This design comes from an exercise in tuning for small area, a short achievable clock period and few clock cycles on the open sky130 flow, not from production work.
The RTL was checked by simulation tests, not by an equivalence proof against the original design.
No activity file was given, so power comes from the tool's default toggle rates.

**flow/design.v**
```verilog
package stp_pkg;
  localparam int REQ_W        = 3;
  localparam int VEL_W        = 24;
  localparam int VAL_W        = 32;
  localparam int POS_W        = 32;
  localparam int PERIOD_OUT_W = 24;
  localparam int SPR_W  = 16;
  localparam int MINP_W = 16;
  localparam int PW_W   = 8;
  localparam logic [SPR_W-1:0]  SPR_RST  = 16'd200;
  localparam logic [MINP_W-1:0] MINP_RST = 16'd100;
  localparam logic [PW_W-1:0]   PW_RST   = 8'd2;
  localparam int CFG_DATA_W = 32;
  localparam int CFG_ADDR_W = 4;
  localparam int REG_IDX_W  = 2;
  localparam logic [REG_IDX_W-1:0] REG_SPR  = 2'd0;
  localparam logic [REG_IDX_W-1:0] REG_MINP = 2'd1;
  localparam logic [REG_IDX_W-1:0] REG_PW   = 2'd2;
  localparam int PERIOD_BITS_DEF = 24;
  localparam int DEN_W           = SPR_W + VEL_W;
  localparam int DVS_W           = DEN_W + 1;
  localparam logic [DEN_W-1:0] TWO_TICKS_Q16 = 40'd131072000000;
  localparam int ENTRY_W     = 3 + 1 + VEL_W + VAL_W;
  localparam int QUEUE_DEPTH = 2;
  localparam logic [REQ_W-1:0] REQ_TICK    = 3'd0;
  localparam logic [REQ_W-1:0] REQ_VEL     = 3'd1;
  localparam logic [REQ_W-1:0] REQ_MOVE_AB = 3'd2;
  localparam logic [REQ_W-1:0] REQ_MOVE_RL = 3'd3;
  localparam logic [REQ_W-1:0] REQ_ENABLE  = 3'd4;
  localparam logic [REQ_W-1:0] REQ_DISABLE = 3'd5;
  typedef logic [2:0] cmd_t;
  localparam cmd_t CMD_NOP      = 3'd0;
  localparam cmd_t CMD_TICK     = 3'd1;
  localparam cmd_t CMD_RUN      = 3'd2;
  localparam cmd_t CMD_HALT     = 3'd3;
  localparam cmd_t CMD_MOVE_ABS = 3'd4;
  localparam cmd_t CMD_MOVE_REL = 3'd5;
  localparam cmd_t CMD_ENABLE   = 3'd6;
  localparam cmd_t CMD_DISABLE  = 3'd7;
  typedef struct packed {
    cmd_t             cmd;
    logic             fwd;
    logic [VEL_W-1:0] mag;
    logic [VAL_W-1:0] value;
  } q_entry_t;
  typedef struct packed {
    logic [SPR_W-1:0]  spr;
    logic [MINP_W-1:0] min_period;
    logic [PW_W-1:0]   pulse_width;
  } cfg_t;
endpackage
module stepper_step_pulse_generator #(
  parameter int PERIOD_BITS = 24
) (
  input  logic        clk,
  input  logic        rst_n,
  input  logic        in_valid,
  output logic        in_ready,
  input  logic [2:0]  in_req_type,
  input  logic [23:0] in_velocity,
  input  logic [31:0] in_step_value,
  output logic        out_valid,
  input  logic        out_ready,
  output logic        out_step_level,
  output logic        out_dir_level,
  output logic        out_enable_n,
  output logic [31:0] out_position,
  output logic        out_is_moving,
  output logic [23:0] out_period_out,
  input  logic        psel,
  input  logic        penable,
  input  logic        pwrite,
  input  logic [3:0]  paddr,
  input  logic [31:0] pwdata,
  output logic [31:0] prdata,
  output logic        pready
);
  localparam logic [36:0] TWO_N = 37'h1E84800000;   
  localparam logic [36:0] K_RST = 37'd655360000;     
  logic [15:0] spr_r, minp_r;
  logic [7:0]  pw_r;
  logic        spr_wr;
  logic [36:0] k_r;
  logic        kbusy_r;
  logic [23:0] r_r;
  logic [24:0] q_r;
  logic [5:0]  it_r;
  logic        frun_r, ffin_r, fdone_r, ovf_r, dbit_r;
  logic [31:0] pos_r, tgt_r;
  logic        seek_r, dir_r, moving_r, en_n_r, step_r;
  logic [23:0] period_r, rem_r;
  logic [7:0]  pulse_r;
  logic        out_valid_r;
  logic pready_r;
  assign pready = pready_r;
  assign spr_wr = psel && !penable && pwrite && (paddr[3:2] == 2'd0);
  always_ff @(posedge clk) begin
    if (!rst_n) begin
      spr_r  <= 16'd200;
      minp_r <= 16'd100;
      pw_r   <= 8'd2;
    end else begin
      if (spr_wr) spr_r <= pwdata[15:0];
      if (psel && penable && pwrite) begin
        case (paddr[3:2])
          2'd1: minp_r <= pwdata[15:0];
          2'd2: pw_r   <= pwdata[7:0];
          default: ;
        endcase
      end
    end
  end
  logic [2:0] rsel_r;
  always_ff @(posedge clk)
    if (psel && !penable)
      rsel_r <= {paddr[3:2] == 2'd2, paddr[3:2] == 2'd1, paddr[3:2] == 2'd0};
  assign prdata = {16'd0, ({16{rsel_r[0]}} & spr_r) | ({16{rsel_r[1]}} & minp_r)
                          | ({16{rsel_r[2]}} & {8'd0, pw_r})};
  logic [5:0]  a_r, b_r;        
  logic        sv_r, tld_r;     
  logic [2:0]  sc_r;            
  logic        srun_r;          
  logic        sfwd_r;          
  logic [23:0] sm_r;            
  logic [31:0] sval_r;
  logic in_tick, tick_in, cmd_in, accept, out_free, exec_tick, exec_cmd;
  logic vneg, vzero, run_in, s_move, s_rel, run_move, s_ready, f_start;
  logic tick_ok_r, azero_r, pend_r;
  logic [5:0] a_nx, b_nx;
  logic       sv_nx;
  assign in_tick   = (in_req_type == 3'd0);
  assign in_ready  = in_tick ? tick_ok_r : !sv_r;
  assign accept    = in_valid && in_ready;
  assign tick_in   = accept && in_tick;
  assign cmd_in    = accept && !in_tick;
  assign vneg      = in_velocity[23];
  assign vzero     = (in_velocity == 24'd0);
  assign s_move    = (sc_r[2:1] == 2'b01);
  assign s_rel     = sc_r[0];
  assign run_move  = s_move && srun_r;
  assign s_ready   = !srun_r || (fdone_r && (tld_r || !run_move));
  assign out_free  = !out_valid_r || out_ready;
  assign exec_tick = out_free && !azero_r;
  assign exec_cmd  = out_free && azero_r && sv_r && s_ready;
  assign run_in    = (in_req_type == 3'd1) ? !vzero
                   : (in_req_type[2:1] == 2'b01) ? (!vneg && !vzero) : 1'b0;
  always_comb begin
    if (exec_cmd) begin
      a_nx  = b_r + {5'd0, tick_in};
      b_nx  = '0;
      sv_nx = 1'b0;
    end else begin
      a_nx  = a_r - {5'd0, exec_tick} + {5'd0, tick_in && !sv_r};
      b_nx  = b_r + {5'd0, tick_in && sv_r};
      sv_nx = sv_r || cmd_in;
    end
  end
  logic go_nx;
  assign go_nx = (cmd_in ? run_in : pend_r) && !(kbusy_r && it_r != 6'd0) && !spr_wr;
  always_ff @(posedge clk) begin
    if (!rst_n) begin
      a_r       <= '0;
      b_r       <= '0;
      sv_r      <= 1'b0;
      azero_r   <= 1'b1;
      tick_ok_r <= 1'b1;
      pend_r    <= 1'b0;
      f_start   <= 1'b0;
    end else begin
      a_r       <= a_nx;
      b_r       <= b_nx;
      sv_r      <= sv_nx;
      azero_r   <= (a_nx == 6'd0);
      tick_ok_r <= (a_r < 6'd62) && (b_r < 6'd62);
      pend_r    <= (cmd_in ? run_in : pend_r) && !go_nx;
      f_start   <= go_nx;
    end
  end
  always_ff @(posedge clk) begin
    if (cmd_in) begin
      sc_r   <= in_req_type;
      srun_r <= run_in;
      sfwd_r <= !vneg;
      sm_r   <= in_velocity ^ {24{!vneg}};
      sval_r <= in_step_value;
    end
  end
  logic [24:0] t_in, b_op;
  logic        cin, qbit, dbit_f, fast, ph_top, ph_mid;
  logic [5:0]  itk_nx;
  logic [25:0] diff;
  logic [5:0]  it_nx;
  assign dbit_f = ph_top ? k_r[24] : ph_mid ? k_r[23] : k_r[7];
  assign t_in   = f_start ? {1'b0, k_r[31:8]} : {r_r, kbusy_r ? dbit_r : dbit_f};
  assign b_op = kbusy_r ? {9'h1FF, ~spr_r} : {1'b1, sm_r};
  assign cin  = kbusy_r || sfwd_r;
  assign diff = {1'b0, t_in} + {b_op[24], b_op} + {25'd0, cin};
  assign qbit = !diff[25];
  assign fast = (k_r[36:32] == 5'd0) && !qbit;
  assign itk_nx = spr_wr ? 6'd36 : it_r - 6'd1;
  always_comb begin
    if (spr_wr)                          it_nx = 6'd36;
    else if (kbusy_r)                    it_nx = it_r - 6'd1;
    else if (f_start)                    it_nx = fast ? 6'd7 : 6'd24;
    else if (frun_r)                     it_nx = it_r - 6'd1;
    else                                 it_nx = it_r;
  end
  logic [24:0] q_rnd;
  logic [15:0] lo;
  logic        sat;
  logic [23:0] newp;
  assign q_rnd = {1'b0, q_r[24:1]} + {24'd0, q_r[0]};
  assign sat   = q_rnd[24] || ovf_r || (spr_r == 16'd0);
  assign lo    = (minp_r == 16'd0) ? 16'd1 : minp_r;
  assign newp  = sat ? 24'hFFFFFF : (q_rnd[23:0] < {8'd0, lo}) ? {8'd0, lo} : q_rnd[23:0];
  always_ff @(posedge clk) begin
    if (!rst_n) begin
      kbusy_r <= 1'b0;
      frun_r  <= 1'b0;
      ffin_r  <= 1'b0;
      fdone_r <= 1'b0;
      k_r     <= K_RST;
      pready_r <= 1'b1;
    end else begin
      pready_r <= !(spr_wr || (kbusy_r && it_r != 6'd0)) || (itk_nx == 6'd21) || (itk_nx == 6'd5);
      dbit_r <= TWO_N[itk_nx];
      it_r   <= it_nx;
      ph_top <= (it_nx == 6'd24);
      ph_mid <= (it_nx >= 6'd8);
      if (spr_wr) begin
        kbusy_r <= 1'b1;
        r_r     <= '0;
      end else if (kbusy_r) begin
        r_r  <= qbit ? diff[23:0] : t_in[23:0];
        k_r  <= {k_r[35:0], qbit};
        if (it_r == 6'd0) kbusy_r <= 1'b0;
      end else if (f_start) begin
        q_r    <= '0;
        ovf_r  <= 1'b0;
        r_r    <= fast ? t_in[23:0] : {12'd0, k_r[36:25]};
        frun_r <= 1'b1;
      end else if (frun_r) begin
        r_r    <= qbit ? diff[23:0] : t_in[23:0];
        q_r    <= {q_r[23:0], qbit};
        ovf_r  <= ovf_r | (qbit & diff[24]);
        frun_r <= (it_r != 6'd0);
        ffin_r <= (it_r == 6'd0);
        if (ph_top) ;
        else if (ph_mid) k_r[23:8]  <= {k_r[22:8], k_r[23]};
        else             k_r[7:0]   <= {k_r[6:0], k_r[7]};
      end else if (ffin_r) begin
        q_r[23:0] <= newp;
        ffin_r    <= 1'b0;
        fdone_r   <= 1'b1;
      end else if (exec_cmd) begin
        fdone_r <= 1'b0;
      end
    end
  end
  logic [31:0] sum, target;
  logic        ld_tgt, eq, gt;
  logic [7:0]  pulse_dec;
  assign ld_tgt    = sv_r && run_move && azero_r && !tld_r;
  assign sum       = pos_r + (azero_r ? sval_r : {{31{!dir_r}}, 1'b1});
  assign target    = s_rel ? sum : sval_r;
  assign eq        = (pos_r == tgt_r);
  assign gt        = $signed(tgt_r) > $signed(pos_r);
  assign pulse_dec = pulse_r - 8'd1;
  always_ff @(posedge clk) begin
    if (!rst_n) begin
      pos_r       <= '0;
      tgt_r       <= '0;
      tld_r       <= 1'b0;
      seek_r      <= 1'b0;
      dir_r       <= 1'b0;
      moving_r    <= 1'b0;
      en_n_r      <= 1'b1;
      period_r    <= '0;
      pulse_r     <= '0;
      step_r      <= 1'b0;
      out_valid_r <= 1'b0;
    end else begin
      out_valid_r <= exec_tick || exec_cmd || (out_valid_r && !out_ready);
      if (ld_tgt) begin
        tgt_r <= target;
        tld_r <= 1'b1;
      end
      if (exec_tick) begin
        if (pulse_r != 8'd0) begin
          pulse_r <= pulse_dec;
          if (pulse_dec == 8'd0) step_r <= 1'b0;
        end
        if (moving_r) begin
          if (rem_r != 24'd1) begin
            rem_r <= rem_r - 24'd1;
          end else begin
            rem_r <= period_r;
            if (seek_r && eq) begin
              moving_r <= 1'b0;
              period_r <= '0;
            end else begin
              step_r  <= 1'b1;
              pulse_r <= (pw_r == 8'd0) ? 8'd1 : pw_r;
              pos_r   <= sum;
            end
          end
        end
      end
      if (exec_cmd) begin
        tld_r <= 1'b0;
        case (sc_r)
          3'd1, 3'd2, 3'd3: begin
            if (!srun_r || (run_move && eq)) begin
              moving_r <= 1'b0;
              period_r <= '0;
              tgt_r    <= pos_r;
              seek_r   <= 1'b1;
            end else begin
              seek_r   <= run_move;
              dir_r    <= run_move ? gt : sfwd_r;
              moving_r <= 1'b1;
              period_r <= q_r[23:0];
              if (q_r[23:0] != period_r) rem_r <= q_r[23:0];
            end
          end
          3'd4: en_n_r <= 1'b0;
          3'd5: begin
            moving_r <= 1'b0;
            period_r <= '0;
            en_n_r   <= 1'b1;
          end
          default: ;
        endcase
      end
    end
  end
  assign out_valid      = out_valid_r;
  assign out_step_level = step_r;
  assign out_dir_level  = dir_r;
  assign out_enable_n   = en_n_r;
  assign out_position   = pos_r;
  assign out_is_moving  = moving_r;
  assign out_period_out = period_r;
endmodule
```
**flow/run.sh**
```bash
#!/bin/bash
# synth_recipe.tcl (not shown) runs the flow's synth.tcl, then flattens the netlist and writes it again
# the make line also repeats each setting of config.mk as NAME=value (left out here)
make -C /OpenROAD-flow-scripts/flow DESIGN_CONFIG=/design/flow/config.mk WORK_HOME=/design/flow/orfs CLKGATE_MAP_FILE= SYNTH_SCRIPT=/design/flow/synth_recipe.tcl finish
```
**flow/config.mk**
```make
export PLATFORM = sky130hd
export DESIGN_NAME = stepper_step_pulse_generator
export DESIGN_NICKNAME = stepper_step_pulse_generator
export VERILOG_FILES = /design/flow/design.v
export SDC_FILE = /design/flow/constraint.sdc
export NUM_CORES = 4
export LEC_CHECK = 0
export CAP_MARGIN = 20
export CORE_MARGIN = 2
export CORE_UTILIZATION = 40
export CTS_BUF_LIST = sky130_fd_sc_hd__clkbuf_8
export CTS_CLUSTER_SIZE = 30
export SETUP_SLACK_MARGIN = 4.8
export SLEW_MARGIN = 20
```
**flow/constraint.sdc**
```tcl
create_clock -name core_clock -period 9.0 [get_ports {clk}]
set_input_delay 1.8000 -clock core_clock [delete_from_list [all_inputs] [get_ports {clk}]]
set_output_delay 1.8000 -clock core_clock [all_outputs]
set_load 0.01 [all_outputs]
```
==> results of run 1 <==
==> worst paths after layout <==
path	from	to	slack [ns]	depth (start not counted)
hold reg to reg	minp_r[0]	minp_r[0]	0.48	2
setup / recovery	in_req_type[0]	in_ready	4.80	5
setup reg to reg	dir_r	tgt_r[26]	5.00	15
hold / removal	minp_r[0]	minp_r[0]	0.48	2
==> synthesized netlist by cell type, types with 15 or more instances <==
cell type	n	area share (%)
nor2b_1	17	0.48
nor2_1	213	3.6
o211ai_1	35	1.2
inv_1	123	2.1
and3_1	21	0.60
mux2_2	35	1.8
nor3_1	47	1.1
a21o_1	70	2.4
a21oi_1	236	5.4
o21ai_0	138	3.1
nand4_1	30	0.86
nand2_1	266	4.6
o21a_1	17	0.58
nor4_1	27	0.77
nand2b_1	23	0.66
clkbuf_1	117	2.0
o221ai_1	15	0.60
buf_4	17	0.58
a31oi_1	21	0.60
a22oi_1	28	0.96
dfxtp_1	202	18
ha_1	122	7.0
edfxtp_1	146	20
a211oi_1	37	1.3
xnor2_1	92	3.7
mux2i_1	63	2.9
nand3_1	56	1.3
xor2_1	45	1.8
==> cells by family (layout without fill, tap and decap cells) <==
logic type      count (synthesis)  after routing
flops                         348            348
buf+inv                       298            457
simple gates                  787            787
mux                            98             98
compound gates                714            714
fa+ha+maj                     126            126
xor+xnor                      137            137
other cells                     2             18
==> power by group through the flow <==
| stage | Clock (µW) | Combinational (µW) | Sequential (µW) |
|---|---|---|---|
| 6_report | 1670 | 1040 | 1820 |
| 5_1_grt | 1790 | 1150 | 1830 |
| 4_1_cts | 1720 | 1010 | 1820 |
| 3_5_place_dp | 0 | 992 | 1860 |
| 3_3_place_gp | 0 | 970 | 1850 |
| 2_1_floorplan | 0 | 772 | 1810 |
==> through the flow <==
stage / instance area [µm²] / instances / util (%) / worst slack (ns)
6_report: 25600 / 3381 / 47.4 / 4.80
5_1_grt: 25600 / 3381 / 47.4 / 4.74
4_1_cts: 25400 / 3370 / 47.0 / 4.57
3_5_place_dp: 23900 / 3239 / 44.2 / 3.83
3_3_place_gp: 23900 / 3239 / 44.2 / 3.83
2_1_floorplan: 22000 / 2525 / - / 4.82
==> sequential cells by signal, summed over array words and instances (netlist names), 8 cells and up <==
register	count
k_r	37
minp_r	16
period_r	24
pos_r	32
pulse_r	8
pw_r	8
q_r	25
r_r	24
rem_r	24
sm_r	23
spr_r	16
sval_r	32
tgt_r	32
==> worst register-to-register path: cells and delay by family, from the launching register on <==
kind	cells	cell delay, ns
DFF	1	0.33
buffers and inverters	2	0.38
AOI/OAI and AO/OA	9	2.21
adders and majority gates	1	0.44
xor gates and xnor gates	1	0.22
and+or+nand+nor	2	0.26
==> metal layers <==
| layer | track usage, % | part of all wire (%) | wire length [µm] | up-vias |
|---|---|---|---|---|
| met5 | 0 | 0 | 0 | - |
| li1 | - | - | - | 9327 |
| met4 | 8.26 | 2.5 | 1630 | 0 |
| met3 | 3.70 | 6.6 | 4410 | 104 |
| met2 | 37.5 | 46 | 30900 | 651 |
| met1 | 30.8 | 44 | 29500 | 9311 |
==> final cells by class <==
cell class	instances	share of cell area, %
flip-flops and latches	348	32.9
well taps	696	3.40
clock buffers	84	4.52
diodes	1	0.00978
inverters	126	1.89
repair buffers	209	7.89
multi-input cells	1879	48.3
clock inverters	38	1.01
==> timing repair <==
action / 4_1_cts / 5_1_grt
endpoints found under the setup margin: 80 / 92
gates resized for setup: 26 / 38
pin swaps: 3 / 11
setup buffers: 9 / 9
hold buffers: 0 / 0
==> impl_metrics.prom, run 1 <==
# TYPE chip_impl_metric gauge
chip_impl_metric{name="cell_internal_pwr",unit="µW"} 3140
chip_impl_info{name="main_combinational_cell_family_by_area_after_synthesis",value="compound AO/OA/AOI/OAI gates"} 1
chip_impl_metric{name="layout-area-overhead-vs-synth",unit="%"} 16.6
chip_impl_metric{name="num_vias",unit=""} 19400
chip_impl_metric{name="fin_nets",unit=""} 2859
chip_impl_metric{name="max_capacitance_violation_count",unit=""} 0
chip_impl_metric{name="routedWlPerCell",unit="µm"} 19.7
chip_impl_metric{name="io_buffer_count",unit=""} 162
chip_impl_metric{name="slew_headroom",unit="%"} 29.5
chip_impl_metric{name="finalMaxSlewViolations",unit=""} 0
chip_impl_metric{name="drtAntennaViolNets",unit=""} 0
chip_impl_metric{name="io-pin-count",unit=""} 197
chip_impl_metric{name="grt_usage",unit="%"} 23.0
chip_impl_metric{name="synth_simple_gate_area_share",unit="%"} 17.0
chip_impl_metric{name="die_area",unit="µm²"} 56700
chip_impl_metric{name="synthesis.instances",unit=""} 2510
chip_impl_metric{name="detailedRoute.firstPassIterationCount",unit=""} 6
chip_impl_info{name="critical-path-top-delay-family",value="simple AND/OR/NAND/NOR gates"} 1
chip_impl_metric{name="drc",unit=""} 0
chip_impl_info{name="min_path_type",value="register to register"} 1
chip_impl_metric{name="mappedNetlistArea",unit="µm²"} 21900
chip_impl_metric{name="largest_net_degree_at_the_start_of_global_routing",unit=""} 82
chip_impl_metric{name="setup_violations",unit=""} 0
chip_impl_info{name="crit_path_end_kind",value="output pin"} 1
chip_impl_metric{name="finClkSkew",unit="ns"} 0.0524
chip_impl_metric{name="combPwrFrac",unit="%"} 22.9
chip_impl_info{name="criticalPathCategory",value="input pin to output pin"} 1
chip_impl_metric{name="number_of_global_route_vias_before_repair",unit=""} 18900
chip_impl_metric{name="multi_input_area",unit="µm²"} 12400
chip_impl_metric{name="timing_worst_slew_pin_value",unit="ns"} 1.05
chip_impl_metric{name="gp_congestion",unit=""} 0.911
chip_impl_metric{name="timing.fmax",unit="GHz"} 0.238
chip_impl_info{name="crit_path_cell_trace",value="buf_8 -> nor3_4 -> nand2_1 -> o21ai_1 -> buf_2"} 1
chip_impl_metric{name="grt_pass1_wl",unit="µm"} 104000
chip_impl_metric{name="sw_share",unit="%"} 30.7
chip_impl_metric{name="dp_hpwl",unit="µm"} 46200
chip_impl_metric{name="wl_final",unit="µm"} 66500
chip_impl_metric{name="grt_overflow_total",unit=""} 0
chip_impl_metric{name="fillerInstances",unit=""} 5176
chip_impl_metric{name="hold_ws",unit="ns"} 0.482
chip_impl_metric{name="fin_setup_tns",unit="ns"} 0
chip_impl_metric{name="synth.ff_latch_count",unit=""} 348
chip_impl_info{name="unrepaired_setup_endpoints_after_global_routing",value="yes"} 1
chip_impl_metric{name="post-route-min-period",unit="ns"} 4.20
chip_impl_metric{name="initial_core_util",unit="%"} 40.6
chip_impl_metric{name="numCtsBuffers",unit=""} 67
chip_impl_metric{name="cp.arrival",unit="ns"} 2.40
chip_impl_metric{name="sequential_share_of_power",unit="%"} 40.2
chip_impl_metric{name="vdd_ir_drop_max",unit="µV"} 105
chip_impl_metric{name="post_synth_num_cell_types",unit=""} 90
chip_impl_metric{name="post-route-period-util",unit="%"} 46.6
chip_impl_metric{name="synth-xor-area-share",unit="%"} 5.47
chip_impl_metric{name="drive_above_1_share",unit="%"} 8.87
chip_impl_info{name="critical_path.slowest_cell",value="nor3_4"} 1
chip_impl_metric{name="worstPathRequired",unit="ns"} 7.20
chip_impl_metric{name="final-hold-violation-count",unit=""} 0
chip_impl_info{name="layout_commonest_cell",value="nand2_1"} 1
chip_impl_metric{name="syn-mean-instance-area",unit="µm²"} 8.74
chip_impl_metric{name="clkSlewWorstSetupHoldPaths",unit="ns"} 0.06
chip_impl_metric{name="register_area",unit="µm²"} 8430
chip_impl_metric{name="synth_compound_area_share",unit="%"} 20.7
chip_impl_info{name="cts_tree",value="built"} 1
chip_impl_info{name="status",value="complete, no violations"} 1
chip_impl_info{name="cp_startpoint_kind",value="input pin"} 1
chip_impl_info{name="root_buffer",value="clkbuf_8"} 1
chip_impl_metric{name="synthAdderAreaFrac",unit="%"} 7.32
chip_impl_info{name="mostFrequentLayoutCells",value="266 x nand2_1, 232 x a21oi_1, 211 x nor2_1"} 1
chip_impl_metric{name="clock_insertion_delay_worst_skew",unit="ns"} 0.65
chip_impl_metric{name="fp.dieW",unit="µm"} 238
chip_impl_metric{name="cts.sink_count",unit=""} 348
chip_impl_metric{name="drt_iter0_markers",unit=""} 1532
chip_impl_metric{name="totalPowerFinal",unit="µW"} 4530
chip_impl_metric{name="h-tree-depth",unit=""} 3
chip_impl_metric{name="critical_path_buf_inv_count",unit=""} 2
chip_impl_metric{name="critPathMaxFanout",unit=""} 3
chip_impl_metric{name="p_leak",unit="µW"} 0.0100
chip_impl_metric{name="net-switching-power",unit="µW"} 1390
chip_impl_metric{name="fp-row-count",unit=""} 85
chip_impl_metric{name="yosysWarnings",unit=""} 1
chip_impl_metric{name="share_of_async_settable_or_async_resettable_flops_after_synthesis",unit="%"} 0
chip_impl_metric{name="antenna_found_initial",unit=""} 1
chip_impl_metric{name="post_drt_via_cell_ratio",unit=""} 5.74
chip_impl_metric{name="clockBufferDepth",unit=""} 3
chip_impl_metric{name="yosys-mux-area-fraction",unit="%"} 4.67
chip_impl_metric{name="coreArea",unit="µm²"} 54000
chip_impl_metric{name="critical-path-max-stage-delay",unit="ns"} 0.20
chip_impl_metric{name="yosysSeqAreaShare",unit="%"} 38.4
chip_impl_metric{name="synth_edf_count",unit=""} 146
chip_impl_info{name="synthFlopType",value="dfxtp_1"} 1
chip_impl_metric{name="power_density",unit="nW/µm²"} 177
chip_impl_metric{name="die_height",unit="µm"} 238
chip_impl_metric{name="power.clock.fraction",unit="%"} 36.9
Testbench counts, summed over its fixed seeds: cycles 21,557.
==> run 2, diff against run 1 <==
--- a/flow/config.mk
+++ b/flow/config.mk
@@ -8,7 +8,7 @@
 export CAP_MARGIN = 20
 export CORE_MARGIN = 2
 export CORE_UTILIZATION = 40
-export CTS_BUF_LIST = sky130_fd_sc_hd__clkbuf_8
-export CTS_CLUSTER_SIZE = 30
+export CTS_CLUSTER_DIAMETER = 120
+export CTS_CLUSTER_SIZE = 25
 export SETUP_SLACK_MARGIN = 4.8
 export SLEW_MARGIN = 20
==> run 2 against run 1 <==
  * Still clean on timing, DRC and antenna
  * Utilization is 1.7 points lower
  * Wire length is 1.4% lower
  * Clock power is 46% lower
  * Clock skew is 0.037 ns lower
  * Via count is 1.9% lower
  * Sequential power hardly changed
  * Critical endpoint unchanged
==> impl_metrics.prom, run 2 <==
# TYPE chip_impl_metric gauge
chip_impl_info{name="min_path_type",value="register to register"} 1
chip_impl_metric{name="slew_headroom",unit="%"} 29.9
chip_impl_metric{name="share_of_async_settable_or_async_resettable_flops_after_synthesis",unit="%"} 0
chip_impl_info{name="criticalPathCategory",value="input pin to output pin"} 1
chip_impl_info{name="unrepaired_setup_endpoints_after_global_routing",value="yes"} 1
chip_impl_metric{name="number_of_stages_on_the_worst_hold_path",unit=""} 2
chip_impl_metric{name="cell_internal_pwr",unit="µW"} 2550
chip_impl_metric{name="number_of_global_route_vias_before_repair",unit=""} 18300
chip_impl_metric{name="post-route-min-period",unit="ns"} 4.18
chip_impl_metric{name="numCtsBuffers",unit=""} 17
chip_impl_metric{name="worstPathRequired",unit="ns"} 7.20
chip_impl_metric{name="setup_violations",unit=""} 0
chip_impl_info{name="globalRoute.busiestLayer",value="met2"} 1
chip_impl_info{name="synth.area.top_cells",value="edfxtp_1 20%, dfxtp_1 18%, ha_1 7.0%, a21oi_1 5.4%, nand2_1 4.6%"} 1
chip_impl_metric{name="initial_core_util",unit="%"} 40.6
chip_impl_info{name="status",value="complete, no violations"} 1
chip_impl_metric{name="grt_pass1_wl",unit="µm"} 102000
chip_impl_info{name="registers.top_by_ff_count",value="k_r"} 1
chip_impl_metric{name="sequential_share_of_power",unit="%"} 48.2
chip_impl_metric{name="critPathMaxFanout",unit=""} 3
chip_impl_metric{name="fin_nets",unit=""} 2812
chip_impl_metric{name="io_buffer_count",unit=""} 162
chip_impl_metric{name="dp_hpwl",unit="µm"} 46200
chip_impl_info{name="layout_commonest_cell",value="nand2_1"} 1
chip_impl_metric{name="p_leak",unit="µW"} 0.00941
chip_impl_metric{name="num_vias",unit=""} 19000
chip_impl_metric{name="inserted_diodes",unit=""} 0
chip_impl_metric{name="wl_final",unit="µm"} 65600
chip_impl_metric{name="finalMaxSlewViolations",unit=""} 0
chip_impl_metric{name="vdd_ir_drop_max",unit="µV"} 107
chip_impl_metric{name="post_synth_num_cell_types",unit=""} 90
chip_impl_metric{name="grt_overflow_total",unit=""} 0
chip_impl_metric{name="synthesis.instances",unit=""} 2510
chip_impl_metric{name="routedWlPerCell",unit="µm"} 19.9
chip_impl_metric{name="fp.dieW",unit="µm"} 238
chip_impl_metric{name="post-route-period-util",unit="%"} 46.5
chip_impl_info{name="synthFlopType",value="dfxtp_1"} 1
chip_impl_info{name="crit_path_cell_trace",value="buf_8 -> nor3_4 -> nand2_1 -> o21ai_1 -> buf_2"} 1
chip_impl_metric{name="totalPowerFinal",unit="µW"} 3770
chip_impl_metric{name="die_area",unit="µm²"} 56700
chip_impl_metric{name="cts.sink_count",unit=""} 348
chip_impl_info{name="crit_path_end_kind",value="output pin"} 1
chip_impl_info{name="cts_tree",value="built"} 1
chip_impl_metric{name="critical_path_buf_inv_count",unit=""} 2
chip_impl_metric{name="final-hold-violation-count",unit=""} 0
chip_impl_info{name="synth_top_cell_by_area",value="edfxtp_1"} 1
chip_impl_metric{name="cp.arrival",unit="ns"} 2.38
chip_impl_metric{name="worst-path-stages",unit=""} 5
chip_impl_metric{name="drtAntennaViolNets",unit=""} 0
chip_impl_metric{name="clock_insertion_delay_worst_skew",unit="ns"} 0.55
chip_impl_metric{name="timing.reg2reg.worst_path_depth",unit=""} 15
chip_impl_metric{name="drt_iter0_markers",unit=""} 1611
chip_impl_metric{name="max_reg_flops",unit=""} 37
chip_impl_info{name="ys_top_cells_by_count",value="266 x nand2_1, 236 x a21oi_1, 213 x nor2_1, 202 x dfxtp_1, 146 x edfxtp_1"} 1
chip_impl_metric{name="fillerInstances",unit=""} 5241
chip_impl_metric{name="synth_edf_count",unit=""} 146
chip_impl_metric{name="groute.layer.met1.usage",unit="%"} 30.9
chip_impl_metric{name="drc",unit=""} 0
chip_impl_metric{name="io-pin-count",unit=""} 197
chip_impl_metric{name="yosysWarnings",unit=""} 1
chip_impl_metric{name="synth_top_area_share",unit="%"} 20.0
chip_impl_metric{name="clkSlewWorstSetupHoldPaths",unit="ns"} 0.11
chip_impl_info{name="cp_startpoint_kind",value="input pin"} 1
chip_impl_metric{name="fin_setup_tns",unit="ns"} 0
chip_impl_metric{name="sw_share",unit="%"} 32.3
chip_impl_metric{name="detailedRoute.firstPassIterationCount",unit=""} 7
chip_impl_metric{name="max_capacitance_violation_count",unit=""} 0
chip_impl_metric{name="post_drt_via_cell_ratio",unit=""} 5.78
chip_impl_metric{name="combPwrFrac",unit="%"} 27.8
chip_impl_metric{name="net-switching-power",unit="µW"} 1220
chip_impl_metric{name="drive_above_1_share",unit="%"} 6.44
chip_impl_metric{name="clockBufferDepth",unit=""} 3
chip_impl_metric{name="layout-area-overhead-vs-synth",unit="%"} 12.5
chip_impl_metric{name="largest_net_degree_at_the_start_of_global_routing",unit=""} 82
chip_impl_metric{name="fp-row-count",unit=""} 85
chip_impl_metric{name="critical-path-max-stage-delay",unit="ns"} 0.20
chip_impl_metric{name="synth.ff_latch_count",unit=""} 348
chip_impl_metric{name="timing.fmax",unit="GHz"} 0.239
chip_impl_metric{name="power.clock.fraction",unit="%"} 23.9
chip_impl_metric{name="met2_usage",unit="%"} 37.1
chip_impl_metric{name="yosysSeqAreaShare",unit="%"} 38.4
chip_impl_metric{name="gr-usage-met3",unit="%"} 2.45
chip_impl_info{name="critical_path.slowest_cell",value="nor3_4"} 1
chip_impl_info{name="root_buffer",value="clkbuf_16"} 1
chip_impl_metric{name="antenna_found_initial",unit=""} 0
chip_impl_info{name="synth.most_common_cell",value="nand2_1"} 1
chip_impl_info{name="mostFrequentLayoutCells",value="266 x nand2_1, 229 x a21oi_1, 211 x nor2_1"} 1
chip_impl_metric{name="h-tree-depth",unit=""} 1
chip_impl_metric{name="finClkSkew",unit="ns"} 0.0157
chip_impl_metric{name="timing_worst_slew_pin_value",unit="ns"} 1.04
chip_impl_metric{name="gp_congestion",unit=""} 0.911
chip_impl_metric{name="mappedNetlistArea",unit="µm²"} 21900
chip_impl_metric{name="syn-mean-instance-area",unit="µm²"} 8.74
chip_impl_metric{name="coreArea",unit="µm²"} 54000
chip_impl_metric{name="power_density",unit="nW/µm²"} 153
chip_impl_info{name="critical-path-top-delay-family",value="simple AND/OR/NAND/NOR gates"} 1
chip_impl_metric{name="grt_usage",unit="%"} 22.3
chip_impl_metric{name="die_height",unit="µm"} 238
-- run 2: area by class of cell --
| cell class | instances | area [µm²] | area share [%] |
|---|---|---|---|
| sequential | 348 | 8430 | 34.1 |
| multi-input combinational | 1880 | 12400 | 50.2 |
| clock buffer | 29 | 470 | 1.91 |
| inverter | 126 | 483 | 1.96 |
| tap | 696 | 871 | 3.53 |
| timing repair buffer | 211 | 2040 | 8.28 |
-- run 2: cells by family after synthesis --
logic type	share of synthesized area, %
buffers and inverters	6.39
DFF	38.4
AOI/OAI and AO/OA	20.7
muxes	4.67
other	0.0342
adders and majority gates	7.32
xor gates and xnor gates	5.47
and+or+nand+nor	17.0
-- run 2: what timing repair did --
item                       CTS  global route
setup buffers                2            18
resized for setup           30            35
pin swaps                    4            11
setup endpoints to repair   77            81
gates cloned                 0             1
hold buffers                 0             0
-- run 2: metal layers --
layer	wire length, µm	vias to the layer above
met3	3420	69
met5	0	-
li1	-	9185
met4	1420	0
met2	30800	555
met1	30000	9210
-- run 2: final timing paths --
check / to / startpoint / slack, ns
max: in_ready / in_req_type[0] / 4.82
min: minp_r[0] / minp_r[0] / 0.49
max reg2reg: tgt_r[26] / dir_r / 4.96
min reg2reg: minp_r[0] / minp_r[0] / 0.49
-- run 2: through the flow --
stage | cell area (µm²) | utilization, % | hold WS (ns) | cells | setup slack [ns]
2_1_floorplan | 22000 | - | 0.441 | 2525 | 4.82
3_3_place_gp | 23900 | 44.2 | 0.458 | 3239 | 3.83
3_5_place_dp | 23900 | 44.2 | 0.470 | 3239 | 3.83
4_1_cts | 24400 | 45.2 | 0.486 | 3270 | 4.57
5_1_grt | 24700 | 45.7 | 0.513 | 3290 | 4.74
6_report | 24700 | 45.7 | 0.492 | 3290 | 4.82
-- run 2: power groups by stage --
stage	clock network (µW)	registers, µW	logic [µW]
3_3_place_gp	0	1850	970
6_report	902	1820	1050
5_1_grt	984	1830	1160
2_1_floorplan	0	1810	772
3_5_place_dp	0	1860	992
4_1_cts	929	1820	1010
-- run 2: worst min-delay path, delay by kind of cell (launching register included) --
| family | cells | cell delay [ns] |
|---|---|---|
| DFF | 1 | 0.34 |
| AOI/OAI and AO/OA | 1 | 0.06 |
| and+or+nand+nor | 1 | 0.06 |
==> run 3, diff against run 2 <==
--- a/flow/config.mk
+++ b/flow/config.mk
@@ -8,7 +8,7 @@
 export CAP_MARGIN = 20
 export CORE_MARGIN = 2
 export CORE_UTILIZATION = 40
-export CTS_CLUSTER_DIAMETER = 120
-export CTS_CLUSTER_SIZE = 25
+export CTS_CLUSTER_DIAMETER = 100
+export CTS_CLUSTER_SIZE = 20
 export SETUP_SLACK_MARGIN = 4.8
 export SLEW_MARGIN = 20
==> run 3 against run 2 <==
  * Still clean
  * Final cell count up 0.18%
  * Cell area rose by 0.42%
  * Combinational power about the same
  * Sequential share of layout area fell by 0.14 points
  * Die area is the same
  * Clock skew rose by 0.0037 ns
  * Critical path depth unchanged
  * Utilization grew 0.19 points
  * Critical endpoint unchanged
==> impl_metrics.prom, run 3 <==
# TYPE chip_impl_metric gauge
chip_impl_metric{name="timing_worst_slew_pin_value",unit="ns"} 1.08
chip_impl_metric{name="die_area",unit="µm²"} 56700
chip_impl_metric{name="coreArea",unit="µm²"} 54000
chip_impl_metric{name="synth_edf_count",unit=""} 146
chip_impl_metric{name="hold_buffers",unit=""} 0
chip_impl_metric{name="number_of_global_route_vias_before_repair",unit=""} 18400
chip_impl_metric{name="finClkSkew",unit="ns"} 0.0194
chip_impl_metric{name="combPwrFrac",unit="%"} 27.0
chip_impl_info{name="layout_commonest_cell",value="nand2_1"} 1
chip_impl_info{name="min_path_type",value="register to register"} 1
chip_impl_metric{name="synth.ff_latch_count",unit=""} 348
chip_impl_metric{name="fp.dieW",unit="µm"} 238
chip_impl_metric{name="die_height",unit="µm"} 238
chip_impl_info{name="cp_startpoint_kind",value="input pin"} 1
chip_impl_info{name="synth.area.top_cells",value="edfxtp_1 20%, dfxtp_1 18%, ha_1 7.0%, a21oi_1 5.4%, nand2_1 4.6%"} 1
chip_impl_metric{name="cell_internal_pwr",unit="µW"} 2630
chip_impl_metric{name="dp_hpwl",unit="µm"} 46200
chip_impl_metric{name="met2_usage",unit="%"} 37.3
chip_impl_metric{name="wl_final",unit="µm"} 65500
chip_impl_info{name="criticalPathCategory",value="input pin to output pin"} 1
chip_impl_metric{name="grt_usage",unit="%"} 22.4
chip_impl_info{name="cts_tree",value="built"} 1
chip_impl_info{name="status",value="complete, no violations"} 1
chip_impl_metric{name="p_leak",unit="µW"} 0.00946
chip_impl_info{name="synthFlopType",value="dfxtp_1"} 1
chip_impl_metric{name="cts.sink_count",unit=""} 348
chip_impl_info{name="root_buffer",value="clkbuf_16"} 1
chip_impl_metric{name="syn-mean-instance-area",unit="µm²"} 8.74
chip_impl_info{name="crit_path_cell_trace",value="buf_8 -> nor3_4 -> nand2_1 -> o21ai_1 -> buf_2"} 1
chip_impl_metric{name="drive_above_1_share",unit="%"} 6.58
chip_impl_metric{name="num_vias",unit=""} 19100
chip_impl_metric{name="layout-area-overhead-vs-synth",unit="%"} 13.0
chip_impl_metric{name="clock_insertion_delay_worst_skew",unit="ns"} 0.56
chip_impl_metric{name="power_density",unit="nW/µm²"} 156
chip_impl_metric{name="share_of_async_settable_or_async_resettable_flops_after_synthesis",unit="%"} 0
chip_impl_metric{name="gr-usage-met3",unit="%"} 2.21
chip_impl_metric{name="antenna_found_initial",unit=""} 0
chip_impl_metric{name="grt_pass1_wl",unit="µm"} 103000
chip_impl_metric{name="drt_iter0_markers",unit=""} 1664
chip_impl_info{name="registers.top_by_ff_count",value="k_r"} 1
chip_impl_metric{name="share_of_the_core_filled_with_cells",unit="%"} 45.9
chip_impl_metric{name="critical_path_buf_inv_count",unit=""} 2
chip_impl_metric{name="detailedRoute.firstPassIterationCount",unit=""} 8
chip_impl_metric{name="gp_congestion",unit=""} 0.911
chip_impl_metric{name="critPathMaxFanout",unit=""} 3
chip_impl_info{name="synth_top_cell_by_area",value="edfxtp_1"} 1
chip_impl_metric{name="max_capacitance_violation_count",unit=""} 0
chip_impl_metric{name="worstPathRequired",unit="ns"} 7.20
chip_impl_metric{name="sw_share",unit="%"} 32.0
chip_impl_metric{name="slew_headroom",unit="%"} 27.0
chip_impl_metric{name="synth_top_area_share",unit="%"} 20.0
chip_impl_metric{name="drtAntennaViolNets",unit=""} 0
chip_impl_metric{name="initial_core_util",unit="%"} 40.6
chip_impl_info{name="synth.most_common_cell",value="nand2_1"} 1
chip_impl_metric{name="mappedNetlistArea",unit="µm²"} 21900
chip_impl_metric{name="yosysWarnings",unit=""} 1
chip_impl_metric{name="fin_nets",unit=""} 2814
chip_impl_metric{name="post-route-period-util",unit="%"} 46.5
chip_impl_metric{name="io_buffer_count",unit=""} 162
chip_impl_metric{name="setup_violations",unit=""} 0
chip_impl_metric{name="io-pin-count",unit=""} 197
chip_impl_metric{name="max_reg_flops",unit=""} 37
chip_impl_metric{name="inserted_diodes",unit=""} 0
chip_impl_metric{name="preCtsSetupSlack",unit="ns"} 3.83
chip_impl_metric{name="cp.arrival",unit="ns"} 2.38
chip_impl_info{name="mostFrequentLayoutCells",value="266 x nand2_1, 230 x a21oi_1, 211 x nor2_1"} 1
chip_impl_metric{name="largest_net_degree_at_the_start_of_global_routing",unit=""} 82
chip_impl_metric{name="vdd_ir_drop_max",unit="µV"} 111
chip_impl_metric{name="sequential_share_of_power",unit="%"} 47.0
chip_impl_info{name="ys_top_cells_by_count",value="266 x nand2_1, 236 x a21oi_1, 213 x nor2_1, 202 x dfxtp_1, 146 x edfxtp_1"} 1
chip_impl_metric{name="drc",unit=""} 0
chip_impl_info{name="globalRoute.busiestLayer",value="met2"} 1
chip_impl_metric{name="clockBufferDepth",unit=""} 3
chip_impl_metric{name="routedWlPerCell",unit="µm"} 19.9
chip_impl_metric{name="synthesis.instances",unit=""} 2510
chip_impl_metric{name="finalMaxSlewViolations",unit=""} 0
chip_impl_metric{name="final-hold-violation-count",unit=""} 0
chip_impl_info{name="crit_path_end_kind",value="output pin"} 1
chip_impl_metric{name="fillerInstances",unit=""} 5215
chip_impl_metric{name="fin_setup_tns",unit="ns"} 0
chip_impl_metric{name="post_drt_via_cell_ratio",unit=""} 5.80
chip_impl_info{name="critical-path-top-delay-family",value="simple AND/OR/NAND/NOR gates"} 1
chip_impl_metric{name="yosysSeqAreaShare",unit="%"} 38.4
chip_impl_metric{name="totalPowerFinal",unit="µW"} 3870
chip_impl_metric{name="post_synth_num_cell_types",unit=""} 90
chip_impl_metric{name="clkSlewWorstSetupHoldPaths",unit="ns"} 0.09
chip_impl_info{name="critical_path.slowest_cell",value="nor3_4"} 1
chip_impl_metric{name="fp-row-count",unit=""} 85
chip_impl_metric{name="timing.fmax",unit="GHz"} 0.239
chip_impl_metric{name="finalWorstSetupSlack",unit="ns"} 4.82
chip_impl_metric{name="h-tree-depth",unit=""} 1
chip_impl_metric{name="post-route-min-period",unit="ns"} 4.18
chip_impl_metric{name="numCtsBuffers",unit=""} 21
chip_impl_info{name="unrepaired_setup_endpoints_after_global_routing",value="yes"} 1
chip_impl_metric{name="power.clock.fraction",unit="%"} 26.0
chip_impl_metric{name="groute.layer.met1.usage",unit="%"} 30.8
chip_impl_metric{name="net-switching-power",unit="µW"} 1240
chip_impl_metric{name="grt_overflow_total",unit=""} 0
chip_impl_metric{name="critical-path-max-stage-delay",unit="ns"} 0.20
chip_impl_metric{name="hold_ws",unit="ns"} 0.484
==> run 3: changes by cell type in the layout (fill, tap and decap cells not counted) <==
| cell | before | now |
|---|---|---|
| a21oi_1 | 229 | 230 |
| a21oi_2 | 4 | 3 |
| clkbuf_16 | 17 | 21 |
| buf_4 | 40 | 38 |
| clkbuf_1 | 12 | 13 |
| clkinv_2 | 0 | 2 |
| clkinv_4 | 0 | 1 |
==> run 3: path summary, 6_finish.rpt <==
kind	from	to	slack (ns)	cells after the start
worst max-delay path	in_req_type[0]	in_ready	4.82	5
worst min-delay path	minp_r[0]	minp_r[0]	0.48	2
worst max register to register	dir_r	tgt_r[26]	4.94	15
worst min register to register	minp_r[0]	minp_r[0]	0.48	2
==> run 3: stage by stage <==
step,cell area (µm²),instances
2_1_floorplan,22000,2525
3_3_place_gp,23900,3239
3_5_place_dp,23900,3239
4_1_cts,24500,3278
5_1_grt,24800,3296
6_report,24800,3296
==> run 3: logic make-up (layout without fill, tap and decap cells) <==
logic type                 Yosys count  count (layout)  synth area share, %
other                                2              17               0.0342
DFF                                348             348                 38.4
adders and majority gates          126             126                 7.32
xor gates and xnor gates           137             137                 5.47
AOI/OAI and AO/OA                  714             714                 20.7
and+or+nand+nor                    787             788                 17.0
muxes                               98              98                 4.67
buffers and inverters              298             372                 6.39
==> run 3: tightest hold or removal path, stage by stage, from the launching register on <==
cell and delay, ns:
dfxtp_1 0.33, nand2_1 0.06, a21oi_1 0.06
==> run 3: power by group through the flow <==
stage,sequential [µW],combinational (µW),clock [µW]
after CTS,1820,1010,1040
after global placement,1850,970,0
after global routing,1830,1160,1090
final,1820,1050,1010
after floorplan,1810,772,0
after detailed placement,1860,992,0
==> run 3: timing repair <==
action,CTS,global route
endpoints found under the hold margin,0,0
endpoints found under the setup margin,78,80
pin swaps,5,11
cloned,0,1
setup buffers,2,16
gates resized for setup,28,36
==> run 3: routing by layer <==
| layer | routed length [µm] | share of wire, % |
|---|---|---|
| met1 | 29800 | 46 |
| met2 | 30700 | 47 |
| met3 | 3430 | 5.2 |
| met4 | 1520 | 2.3 |
| met5 | 0 | 0 |
==> run 3: final cells by class <==
type                    instances  area, µm²  area share (%)
clock buffers                  34        574            2.32
clock inverters                 3       18.8          0.0757
inverters                     126        483            1.95
multi-input cells            1880      12400            50.0
flip-flops and latches        348       8430            34.0
well taps                     696        871            3.51
repair buffers                209       2030            8.18
==> run 4, diff against run 3 <==
--- a/flow/config.mk
+++ b/flow/config.mk
@@ -10,5 +10,5 @@
 export CORE_UTILIZATION = 40
 export CTS_CLUSTER_DIAMETER = 100
 export CTS_CLUSTER_SIZE = 20
-export SETUP_SLACK_MARGIN = 4.8
+export SETUP_SLACK_MARGIN = 4.9
 export SLEW_MARGIN = 20
==> run 4 against run 3 <==
  * Combinational power hardly changed
  * Register-to-register slack better by 0.09 ns
  * Highest routed layer is now met5
  * Synthesized cell count is the same
  * Fmax is 2.3% lower
  * Clock skew is 0.0085 ns higher
  * Die area is the same
  * Final cell count up 0.49%
  * Worst setup slack worse by 0.099 ns
  * Sequential share of layout area shrank 0.40 points
  * Global-route usage rose by 0.35 points
  * Largest cell class unchanged
==> impl_metrics.prom, run 4 <==
# TYPE chip_impl_metric gauge
chip_impl_metric{name="drc",unit=""} 0
chip_impl_metric{name="hold_ws",unit="ns"} 0.492
chip_impl_metric{name="syn-mean-instance-area",unit="µm²"} 8.74
chip_impl_info{name="unrepaired_setup_endpoints_after_global_routing",value="yes"} 1
chip_impl_metric{name="numCtsBuffers",unit=""} 21
chip_impl_metric{name="initial_core_util",unit="%"} 40.6
chip_impl_info{name="synth.area.top_cells",value="edfxtp_1 20%, dfxtp_1 18%, ha_1 7.0%, a21oi_1 5.4%, nand2_1 4.6%"} 1
chip_impl_metric{name="io-pin-count",unit=""} 197
chip_impl_metric{name="drive_above_1_share",unit="%"} 7.87
chip_impl_metric{name="synthesis.instances",unit=""} 2510
chip_impl_metric{name="routedWlPerCell",unit="µm"} 20.3
chip_impl_metric{name="die_area",unit="µm²"} 56700
chip_impl_metric{name="worstPathRequired",unit="ns"} 7.20
chip_impl_metric{name="finClkSkew",unit="ns"} 0.0279
chip_impl_metric{name="max_capacitance_violation_count",unit=""} 0
chip_impl_metric{name="die_height",unit="µm"} 238
chip_impl_metric{name="yosysSeqAreaShare",unit="%"} 38.4
chip_impl_metric{name="setup_violations",unit=""} 0
chip_impl_metric{name="cp.arrival",unit="ns"} 2.48
chip_impl_metric{name="final-hold-violation-count",unit=""} 0
chip_impl_metric{name="number_of_global_route_vias_before_repair",unit=""} 18100
chip_impl_info{name="root_buffer",value="clkbuf_16"} 1
chip_impl_metric{name="hold_buffers",unit=""} 0
chip_impl_metric{name="power_density",unit="nW/µm²"} 156
chip_impl_metric{name="drt_iter0_markers",unit=""} 1653
chip_impl_metric{name="post_drt_via_cell_ratio",unit=""} 5.79
chip_impl_info{name="synth_top_cell_by_area",value="edfxtp_1"} 1
chip_impl_info{name="ys_top_cells_by_count",value="266 x nand2_1, 236 x a21oi_1, 213 x nor2_1, 202 x dfxtp_1, 146 x edfxtp_1"} 1
chip_impl_metric{name="num_vias",unit=""} 19200
chip_impl_info{name="criticalPathCategory",value="input pin to output pin"} 1
chip_impl_metric{name="grt_pass1_wl",unit="µm"} 103000
chip_impl_metric{name="cts.sink_count",unit=""} 348
chip_impl_metric{name="io_buffer_count",unit=""} 162
chip_impl_metric{name="p_leak",unit="µW"} 0.00961
chip_impl_metric{name="synth.ff_latch_count",unit=""} 348
chip_impl_info{name="crit_path_end_kind",value="output pin"} 1
chip_impl_metric{name="finalMaxSlewViolations",unit=""} 0
chip_impl_metric{name="clock_insertion_delay_worst_skew",unit="ns"} 0.57
chip_impl_metric{name="post_synth_num_cell_types",unit=""} 90
chip_impl_info{name="layout_commonest_cell",value="nand2_1"} 1
chip_impl_metric{name="post-route-period-util",unit="%"} 47.6
chip_impl_metric{name="synth_top_area_share",unit="%"} 20.0
chip_impl_info{name="synth.most_common_cell",value="nand2_1"} 1
chip_impl_metric{name="clockBufferDepth",unit=""} 3
chip_impl_metric{name="grt_usage",unit="%"} 22.7
chip_impl_metric{name="share_of_async_settable_or_async_resettable_flops_after_synthesis",unit="%"} 0
chip_impl_info{name="registers.top_by_ff_count",value="k_r"} 1
chip_impl_info{name="min_path_type",value="register to register"} 1
chip_impl_metric{name="detailedRoute.firstPassIterationCount",unit=""} 6
chip_impl_metric{name="fin_setup_tns",unit="ns"} 0
chip_impl_metric{name="max_reg_flops",unit=""} 37
chip_impl_metric{name="dp_hpwl",unit="µm"} 46300
chip_impl_metric{name="timing.fmax",unit="GHz"} 0.234
chip_impl_metric{name="mappedNetlistArea",unit="µm²"} 21900
chip_impl_metric{name="critPathMaxFanout",unit=""} 4
chip_impl_metric{name="vdd_ir_drop_max",unit="µV"} 118
chip_impl_metric{name="wl_final",unit="µm"} 67200
chip_impl_metric{name="largest_net_degree_at_the_start_of_global_routing",unit=""} 145
chip_impl_info{name="synthFlopType",value="dfxtp_1"} 1
chip_impl_metric{name="post-route-min-period",unit="ns"} 4.28
chip_impl_metric{name="h-tree-depth",unit=""} 1
chip_impl_metric{name="layout-area-overhead-vs-synth",unit="%"} 14.3
chip_impl_info{name="cts_tree",value="built"} 1
chip_impl_info{name="mostFrequentLayoutCells",value="264 x nand2_1, 230 x a21oi_1, 211 x nor2_1"} 1
chip_impl_metric{name="clkSlewWorstSetupHoldPaths",unit="ns"} 0.09
chip_impl_metric{name="drtAntennaViolNets",unit=""} 0
chip_impl_metric{name="fp-row-count",unit=""} 85
chip_impl_metric{name="fillerInstances",unit=""} 5208
chip_impl_metric{name="coreArea",unit="µm²"} 54000
chip_impl_metric{name="fin_nets",unit=""} 2830
chip_impl_metric{name="yosysWarnings",unit=""} 1
chip_impl_info{name="status",value="complete, no violations"} 1
chip_impl_metric{name="timing_worst_slew_pin_value",unit="ns"} 1.02
chip_impl_metric{name="grt_overflow_total",unit=""} 0
chip_impl_info{name="cp_startpoint_kind",value="input pin"} 1
chip_impl_metric{name="totalPowerFinal",unit="µW"} 3900
chip_impl_metric{name="slew_headroom",unit="%"} 31.6
chip_impl_metric{name="synth_edf_count",unit=""} 146
chip_impl_metric{name="gp_congestion",unit=""} 0.944
chip_impl_metric{name="inserted_diodes",unit=""} 0
chip_impl_metric{name="antenna_found_initial",unit=""} 1
chip_impl_metric{name="fp.dieW",unit="µm"} 238
run 4: cell types whose count changed in the layout (fill, tap and decap cells not counted), moves of 3 or more:
cell             previous run  this run
buf_4                      38        51
clkdlybuf4s50_1           157       151
dlymetal6s2s_1              0         5
buf_12                      2         6
buf_6                       5         1
o21ai_0                   133       130
run 4: kinds of logic (layout without fill, tap and decap cells):
family          Yosys count  after routing  synth area share (%)
compound gates          714            715                  20.7
xor+xnor                137            137                  5.47
fa+ha+maj               126            126                  7.32
buf+inv                 298            386                  6.39
flops                   348            348                  38.4
mux                      98             98                  4.67
other cells               2             17                0.0342
simple gates            787            789                  17.0
run 4: critical path, cell delays in order:
cell and delay (ns):
buf_8 0.10, nor3_4 0.27, nand2_1 0.08, o21ai_1 0.07
buf_2 0.16
run 4: report_power, final:
group	internal, µW	total, µW	leakage, µW	switching [µW]
logic	452	1050	0.00631	600
registers	1740	1820	0.00300	79.1
clock network	461	1030	0.000295	570
total	2650	3900	0.00961	1250
run 4: path summary, 6_finish.rpt:
check                      start   endpoint  slack [ns]  cells after the start
setup / recovery  in_req_type[1]   in_ready        4.72                      5
hold / removal         minp_r[0]  minp_r[0]        0.49                      2
setup reg to reg       rem_r[14]  pos_r[21]        5.03                      7
hold reg to reg        minp_r[0]  minp_r[0]        0.49                      2
run 4: layout make-up:
class	instances	area, µm²	area share [%]
Multi-Input combinational cell	1882	12500	49.9
Sequential cell	348	8430	33.6
Timing Repair Buffer	222	2160	8.62
Tap cell	696	871	3.47
Clock buffer	35	599	2.39
Inverter	126	494	1.97
Clock inverter	2	15.0	0.0598
Timing Repair inverter	1	5.00	0.0199
run 4: per-layer routing:
metal | share of wire (%) | up-vias | GRT usage [%]
met5 | 0.016 | - | 0
met4 | 1.9 | 2 | 5.36
met3 | 5.9 | 70 | 2.78
met2 | 47 | 588 | 38.1
met1 | 45 | 9285 | 31.2
li1 | - | 9232 | -
run 4: per-stage QoR:
stage	instances	setup slack (ns)	instance area, µm²	utilization, %
final	3312	4.72	25100	46.4
after global placement	3235	3.54	23900	44.2
after detailed placement	3235	3.43	23900	44.2
after global routing	3312	4.63	25100	46.4
after floorplan	2525	4.84	22000	-
after CTS	3284	4.62	24700	45.7
run 4: what timing repair did:
item	CTS	global route
gates resized for setup	55	45
pin swaps	6	17
setup endpoints to repair	91	83
setup buffers	11	24
hold endpoints to repair	0	0
gates cloned	1	3
==> run 5, diff against run 4 <==
--- a/flow/config.mk
+++ b/flow/config.mk
@@ -10,5 +10,5 @@
 export CORE_UTILIZATION = 40
 export CTS_CLUSTER_DIAMETER = 100
 export CTS_CLUSTER_SIZE = 20
-export SETUP_SLACK_MARGIN = 4.9
+export SETUP_SLACK_MARGIN = 4.6
 export SLEW_MARGIN = 20
==> run 5 against run 4 <==
  * Worst hold slack got worse by 0.0066 ns
  * Largest power group unchanged
  * Cell area down 1.8%
  * Register-to-register slack lost 0.19 ns
  * Flip-flop and latch count did not move
  * Wire length down 0.79%
  * Sequential share of layout area is 0.61 points higher
==> impl_metrics.prom, run 5 <==
# TYPE chip_impl_metric gauge
chip_impl_info{name="synthFlopType",value="dfxtp_1"} 1
chip_impl_info{name="status",value="complete, no violations"} 1
chip_impl_metric{name="synthAdderAreaFrac",unit="%"} 7.32
chip_impl_metric{name="setup_violations",unit=""} 0
chip_impl_info{name="registers.top_by_ff_count",value="k_r"} 1
chip_impl_metric{name="h-tree-depth",unit=""} 1
chip_impl_metric{name="io-pin-count",unit=""} 197
chip_impl_metric{name="drt_iter0_markers",unit=""} 1530
chip_impl_metric{name="detailedRoute.firstPassIterationCount",unit=""} 5
chip_impl_metric{name="slew_headroom",unit="%"} 29.7
chip_impl_metric{name="finalMaxSlewViolations",unit=""} 0
chip_impl_info{name="unrepaired_setup_endpoints_after_global_routing",value="no"} 1
chip_impl_info{name="critical_path.slowest_cell",value="nor3_4"} 1
chip_impl_metric{name="fin_setup_tns",unit="ns"} 0
chip_impl_metric{name="synth_compound_area_share",unit="%"} 20.7
chip_impl_metric{name="wl_final",unit="µm"} 66700
chip_impl_metric{name="num_vias",unit=""} 19100
chip_impl_metric{name="mappedNetlistArea",unit="µm²"} 21900
chip_impl_info{name="cp_startpoint_kind",value="input pin"} 1
chip_impl_metric{name="finalWorstSetupSlack",unit="ns"} 4.62
chip_impl_info{name="criticalPathCategory",value="input pin to output pin"} 1
chip_impl_info{name="cts_tree",value="built"} 1
chip_impl_metric{name="post-route-min-period",unit="ns"} 4.38
chip_impl_metric{name="grt_overflow_total",unit=""} 0
chip_impl_info{name="main_combinational_cell_family_by_area_after_synthesis",value="compound AO/OA/AOI/OAI gates"} 1
chip_impl_metric{name="clockBufferDepth",unit=""} 3
chip_impl_metric{name="timing.fmax",unit="GHz"} 0.228
chip_impl_metric{name="drc",unit=""} 0
chip_impl_metric{name="io_buffer_count",unit=""} 162
chip_impl_info{name="crit_path_cell_trace",value="buf_4 -> nor3_4 -> nand2_1 -> o21ai_2 -> buf_2"} 1
chip_impl_info{name="min_path_type",value="register to register"} 1
chip_impl_metric{name="cp.arrival",unit="ns"} 2.58
chip_impl_metric{name="preCtsSetupSlack",unit="ns"} 3.26
chip_impl_metric{name="yosysWarnings",unit=""} 1
chip_impl_metric{name="largest_net_degree_at_the_start_of_global_routing",unit=""} 68
chip_impl_metric{name="dpl_cell_area",unit="µm²"} 23900
chip_impl_info{name="synth.area.top_cells",value="edfxtp_1 20%, dfxtp_1 18%, ha_1 7.0%, a21oi_1 5.4%, nand2_1 4.6%"} 1
chip_impl_metric{name="dp_hpwl",unit="µm"} 47200
chip_impl_info{name="crit_path_end_kind",value="output pin"} 1
chip_impl_metric{name="synth_edf_count",unit=""} 146
chip_impl_metric{name="post-route-period-util",unit="%"} 48.7
chip_impl_metric{name="fp.dieW",unit="µm"} 238
chip_impl_metric{name="synth.ff_latch_count",unit=""} 348
chip_impl_metric{name="synth_simple_gate_area_share",unit="%"} 17.0
chip_impl_metric{name="grt_pass1_wl",unit="µm"} 104000
chip_impl_metric{name="fin_nets",unit=""} 2804
chip_impl_metric{name="finClkSkew",unit="ns"} 0.0204
chip_impl_metric{name="synthesis.instances",unit=""} 2510
chip_impl_metric{name="syn-mean-instance-area",unit="µm²"} 8.74
chip_impl_metric{name="yosys-mux-area-fraction",unit="%"} 4.67
chip_impl_metric{name="timing_worst_slew_pin_value",unit="ns"} 1.05
chip_impl_metric{name="layout-area-overhead-vs-synth",unit="%"} 12.3
chip_impl_metric{name="numCtsBuffers",unit=""} 21
chip_impl_metric{name="drtAntennaViolNets",unit=""} 0
chip_impl_metric{name="share_of_async_settable_or_async_resettable_flops_after_synthesis",unit="%"} 0
chip_impl_info{name="layout_commonest_cell",value="nand2_1"} 1
chip_impl_metric{name="synth_top_area_share",unit="%"} 20.0
chip_impl_metric{name="antenna_found_initial",unit=""} 3
chip_impl_metric{name="power_density",unit="nW/µm²"} 156
chip_impl_metric{name="clock_insertion_delay_worst_skew",unit="ns"} 0.56
chip_impl_info{name="mostFrequentLayoutCells",value="265 x nand2_1, 232 x a21oi_1, 211 x nor2_1"} 1
chip_impl_info{name="root_buffer",value="clkbuf_16"} 1
chip_impl_info{name="ys_top_cells_by_count",value="266 x nand2_1, 236 x a21oi_1, 213 x nor2_1, 202 x dfxtp_1, 146 x edfxtp_1"} 1
chip_impl_metric{name="gp_congestion",unit=""} 0.898
chip_impl_metric{name="p_leak",unit="µW"} 0.00939
chip_impl_metric{name="coreArea",unit="µm²"} 54000
chip_impl_metric{name="die_area",unit="µm²"} 56700
chip_impl_metric{name="cts.sink_count",unit=""} 348
chip_impl_metric{name="max_reg_flops",unit=""} 37
chip_impl_metric{name="synth-xor-area-share",unit="%"} 5.47
chip_impl_metric{name="yosysSeqAreaShare",unit="%"} 38.4
==> run 5: cell count changes in the layout (fill, tap and decap cells not counted), moves of 4 or more <==
| cell | change |
|---|---|
| o21ai_0 | +4 |
| clkdlybuf4s50_1 | +6 |
| dlymetal6s2s_1 | -5 |
| buf_12 | -5 |
| buf_4 | -18 |
==> run 5: what timing repair did <==
item                       CTS  global route
hold buffers                 0             0
cloned                       2             0
setup endpoints to repair   63            51
gates resized for setup     29            21
setup buffers                2             7
pin swaps                    4             8
==> run 5: path summary, 6_finish.rpt <==
path | from | end | slack, ns | cells past startpoint
setup / recovery | in_req_type[1] | in_ready | 4.62 | 5
hold / removal | tld_r | tld_r | 0.49 | 2
setup reg to reg | kbusy_r | r_r[16] | 4.84 | 17
hold reg to reg | tld_r | tld_r | 0.49 | 2
==> run 5: area by class of cell <==
cell class | instances | area, µm²
Timing Repair inverter | 1 | 5.00
Fill cell | 5313 | 29400
Sequential cell | 348 | 8430
Tap cell | 696 | 871
Inverter | 126 | 487
Clock buffer | 35 | 588
Clock inverter | 2 | 11.3
Antenna cell | 2 | 5.00
Timing Repair Buffer | 198 | 1890
Multi-Input combinational cell | 1880 | 12400
==> run 5: kinds of logic (layout without fill, tap and decap cells) <==
| group | Yosys count | after routing |
|---|---|---|
| and+or+nand+nor | 787 | 788 |
| AOI/OAI and AO/OA | 714 | 714 |
| DFF | 348 | 348 |
| buffers and inverters | 298 | 362 |
| xor gates and xnor gates | 137 | 137 |
| adders and majority gates | 126 | 126 |
| muxes | 98 | 98 |
| other | 2 | 19 |
==> run 5: power breakdown <==
group	switching [µW]	internal, µW
Sequential	81.2	1740
Clock	569	451
Combinational	581	434
==> run 5: critical path: cells and delay by family <==
| kind | cells | cell delay, ns |
|---|---|---|
| AOI/OAI and AO/OA | 1 | 0.07 |
| buffers and inverters | 2 | 0.28 |
| and+or+nand+nor | 2 | 0.42 |
==> run 5: per-stage QoR <==
| step | total power (µW) | std cells | hold WS, ns |
|---|---|---|---|
| 4_1_cts | 3880 | 3279 | 0.490 |
| 5_1_grt | 4080 | 3287 | 0.515 |
| 2_1_floorplan | 2580 | 2525 | 0.441 |
| 3_3_place_gp | 2830 | 3238 | 0.454 |
| 3_5_place_dp | 2850 | 3238 | 0.469 |
| 6_report | 3860 | 3288 | 0.485 |
==> run 5: metal layers <==
metal  GRT usage [%]  part of all wire, %  up-vias
met4            7.50                  3.2        4
met3            3.49                  6.0      117
li1                -                    -     9174
met2            37.7                   46      604
met5               0                0.046        -
met1            30.6                   45     9246

-- what the ideal ports hide --
No port has a modelled driver above. Below, the same layouts with a new extraction and two added sets of constraints.
Step 1, drivers: a clkbuf_16 drives clk and a buf_2 each remaining input, both assumed.
Step 2 also shifts input and output timing later by t, the mid clock arrival at the registers, as if the neighbouring blocks saw the same clock.
Slacks: ideal ports / drivers / drivers and shift; pairs: ideal ports / drivers.
run | t (ns) | slack for setup (ns) | worst data-port slew with drivers (ns)
run 1 | 0.678 | 4.803 / 4.763 / 4.258 | 0.05
run 2 | 0.593 | 4.819 / 4.779 / 4.394 | 0.05
run 3 | 0.605 | 4.817 / 4.778 / 4.386 | 0.05
run 4 | 0.609 | 4.719 / 4.646 / 4.337 | 0.10
run 5 | 0.609 | 4.621 / 4.557 / 4.210 | 0.11
After both steps every run listed still meets setup and hold. For run 1, which loses most, drivers alone change the setup slack by -0.040 ns; drivers and shift together by -0.545 ns.
